Context: an optimization exercise on an open-source flow, tuned for small area, a short achievable clock period and few clock cycles per item. The choices shown serve that exercise and are no tape-out recipe.
Function was checked by simulation only, so behaviour that the tests miss may differ from the original.
The flow treats the clock pin as an ideal source, which a real chip does not have.

Setup of lane 1:
// aesDecryptTop
module aesDecryptTop
(
    input  logic   clk,
    input  logic   rstN,
    input  logic   inValid,
    input  logic [128-1:0]  cipherText,
    input  logic [1408-1:0] expandedKey,
    output logic   outValid,
    output logic [128-1:0]  plainText
);
For scale: roughly 6100 cells after synthesis, roughly 1400 flip-flops, about 63000 um2 of cells after synthesis.
Settings: LEC_CHECK=0, CAP_MARGIN=20, CORE_AREA=4 4 376 376, DETAILED_ROUTE_END_ITERATION=24, DIE_AREA=0 0 380 380, SLEW_MARGIN=20; clock period 21.0 ns.
standard.sh (not shown) runs the stock make flow with config.mk's settings and CLKGATE_MAP_FILE= SYNTH_SCRIPT=/design/flow/synth_recipe.tcl, a recipe that flattens the netlist after the stock synthesis.
==> flow/flow/run.sh <==
#!/bin/bash
# The standard layout (standard.sh), with:
#  - synthesis by synth_recipe.tcl, but ABC mapping with an area-oriented script
#    (abc -script replaced; flip-flops are mapped before ABC, so unchanged),
#    without the three-input XOR cells;
#  - buf_1 port buffers, pins one track apart;
#  - timing repair aiming below the 21 ns period (SETUP_SLACK_MARGIN);
#  - a clock tree of clkbuf_16 without dummy loads, and without a wider
#    spacing rule on its root net (which clashed with neighbouring pins);
#  - the state flip-flops and output buffers one size up before the clock
#    tree (flow/pre_cts.tcl);
#  - if the routed layout has antenna or routing violations, placement and
#    routing are redone once or twice with a slightly different placement
#    density.
# Each run of standard.sh logs to standard_flow_N.log; ORFS keeps each step's
# log under orfs/logs/.
set -uo pipefail
W=$PWD
MARGIN="15.3"
CTSBUF="sky130_fd_sc_hd__clkbuf_16"
CTSEXTRA="-sink_clustering_size 25 -sink_clustering_max_diameter 80"
DENSITY="0.50"
EXTRA="GPL_ROUTABILITY_DRIVEN=0"
cp flow/map.abc $W/map.abc
cat > $W/my_synth.tcl <<EOT
proc abc {args} {
  set i [lsearch -exact \$args -script]
  if {\$i >= 0} { lset args [expr {\$i+1}] $W/map.abc }
  foreach c {xor3_1 xor3_2 xor3_4 xnor3_1 xnor3_2 xnor3_4} { lappend args -dont_use sky130_fd_sc_hd__\$c }
  yosys abc {*}\$args
}
source $W/synth_recipe.tcl
EOT
run_flow() {
  bash standard.sh \
    SYNTH_SCRIPT=$W/my_synth.tcl \
    BUFFER_PORTS_ARGS="-buffer_cell sky130_fd_sc_hd__buf_1" \
    PLACE_PINS_ARGS="-min_distance 1 -min_distance_in_tracks" \
    SETUP_SLACK_MARGIN=$MARGIN \
    PRE_CTS_TCL=$W/flow/pre_cts.tcl \
    CTS_ARGS="-sink_clustering_enable -repair_clock_nets -dont_use_dummy_load -apply_ndr none -buf_list {$CTSBUF} $CTSEXTRA" \
    $EXTRA "$@"
}
# a layout is retried if it is missing, has antenna violations or the
# detailed router left violations.
layout_ok() {
  local odb=$W/orfs/results/sky130hd/aesDecryptTop/base/6_final.odb
  local drc=$W/orfs/reports/sky130hd/aesDecryptTop/base/5_route_drc.rpt
  [[ -f $odb ]] || { echo "no final layout"; return; }
  [[ -s $drc ]] && { echo "routing violations"; return; }
  printf 'read_db %s\nputs "ANTENNAS [check_antennas]"\n' "$odb" > $W/antennas.tcl
  openroad -no_init -exit $W/antennas.tcl > $W/antennas_check.log 2>&1
  local n=$(grep -o 'ANTENNAS [0-9]*' $W/antennas_check.log | awk '{print $2}' | tail -1)
  [[ "$n" == "0" ]] && { echo ok; return; }
  echo "antenna violations: ${n:-unknown}"
}
run_flow PLACE_DENSITY=$DENSITY finish > standard_flow_0.log 2>&1
for try in 1 2; do
  st=$(layout_ok)
  echo "layout check after try $((try-1)): $st" >> flow_retries.log
  [[ "$st" == "ok" ]] && break
  bash standard.sh clean_place clean_cts clean_route clean_finish > standard_clean_$try.log 2>&1
  d=$(python3 -c "print(f'{$DENSITY + 0.01*$try:.2f}')")
  run_flow PLACE_DENSITY=$d finish > standard_flow_$try.log 2>&1
done
==> flow/flow/map.abc <==
&get -n; &st; &dch; &nf -R 20; &put
Other scripts of this flow, unchanged in this note and not shown: flow/flow/pre_cts.tcl
Testbench counts of lane 1, summed over its fixed seeds: cycles 5,640, items 512.
Changes in lane 2 relative to lane 1:
-- flow/flow/run.sh --
<<< lane 1, line 17
set -uo pipefail
W=$PWD
MARGIN="15.3"
CTSBUF="sky130_fd_sc_hd__clkbuf_16"
CTSEXTRA="-sink_clustering_size 25 -sink_clustering_max_diameter 80"
DENSITY="0.50"
EXTRA="GPL_ROUTABILITY_DRIVEN=0"
>>> lane 2, line 17
set -uo pipefail
W=$PWD
MARGIN="13.5"
CTSBUF="sky130_fd_sc_hd__clkbuf_16"
CTSEXTRA="-sink_clustering_size 20 -sink_clustering_max_diameter 100"
DENSITY="0.50"
EXTRA="GPL_ROUTABILITY_DRIVEN=0"
Results
Per the comparison of lane 2 with lane 1, pin count of the biggest net entering global routing lost 11.
[compare] base=lane 1 new=lane 2: fraction of area in registers now sits higher.
Master of the slowest instance on the critical path: xnor2_1 -> lane 2, dfxtp_2 -> lane 1
Per the comparison of lane 2 with lane 1, final cell count without fillers neither gained nor lost much, clock network contribution to total cell area picked up an extra 0.22 points.
Run comparison: lane 1 start-to-end type of the worst setup path register to output pin; lane 2 start-to-end type of the worst setup path register to register
--- input diff lane 2..lane 3 ---
-- flow/flow/run.sh --
<<< lane 2, line 17
set -uo pipefail
W=$PWD
MARGIN="13.5"
CTSBUF="sky130_fd_sc_hd__clkbuf_16"
CTSEXTRA="-sink_clustering_size 20 -sink_clustering_max_diameter 100"
>>> lane 3, line 17
set -uo pipefail
W=$PWD
MARGIN="15.3"
CTSBUF="sky130_fd_sc_hd__clkbuf_16"
CTSEXTRA="-sink_clustering_size 20 -sink_clustering_max_diameter 100"
==> flow/flow/map.abc <==
&get -n; &st; &dch; &nf -R 1000; &put
==> notes.md <==
- Against lane 2 as the reference, lane 3 delivers a higher setup slack.
- Lane 2 and lane 3 ended up with nearly the same proportion of synthesized area in mux cells.
- Lane 2 → lane 3: count of plain and timing-repair buffers went up; cell count went up.
- Lane 3 ran to completion and came out clean on the timing, DRC and antenna checks.

==> static timing again, ports no longer ideal <==
The results above use ideal ports. As a check the final layouts listed here were re-extracted and re-timed, cells and wires unchanged. Step 1 assumes that a clkbuf_16 drives the clock port and a buf_2 every other input. Step 2, shift: input delay + t, output delay - t, t = (earliest + latest rising clock arrival at the registers) / 2. This alone moves slack from input paths to output paths. a / b / c = ideal / step 1 / step 2; a / b = the first two.
run | t (ns) | setup WS [ns] | hold slack, ns
lane 1 | 0.768 | 15.326 / 15.240 / 14.680 | 0.351 / 0.351 / 0.351
lane 2 | 0.764 | 14.170 / 14.170 / 14.170 | 0.383 / 0.383 / 0.383
lane 3 | 0.769 | 15.335 / 15.254 / 14.811 | 0.370 / 0.370 / 0.370
After both steps setup and hold are still met in every run listed. For lane 1, which loses most, drivers alone change the setup slack by -0.086 ns; drivers and shift together by -0.646 ns.
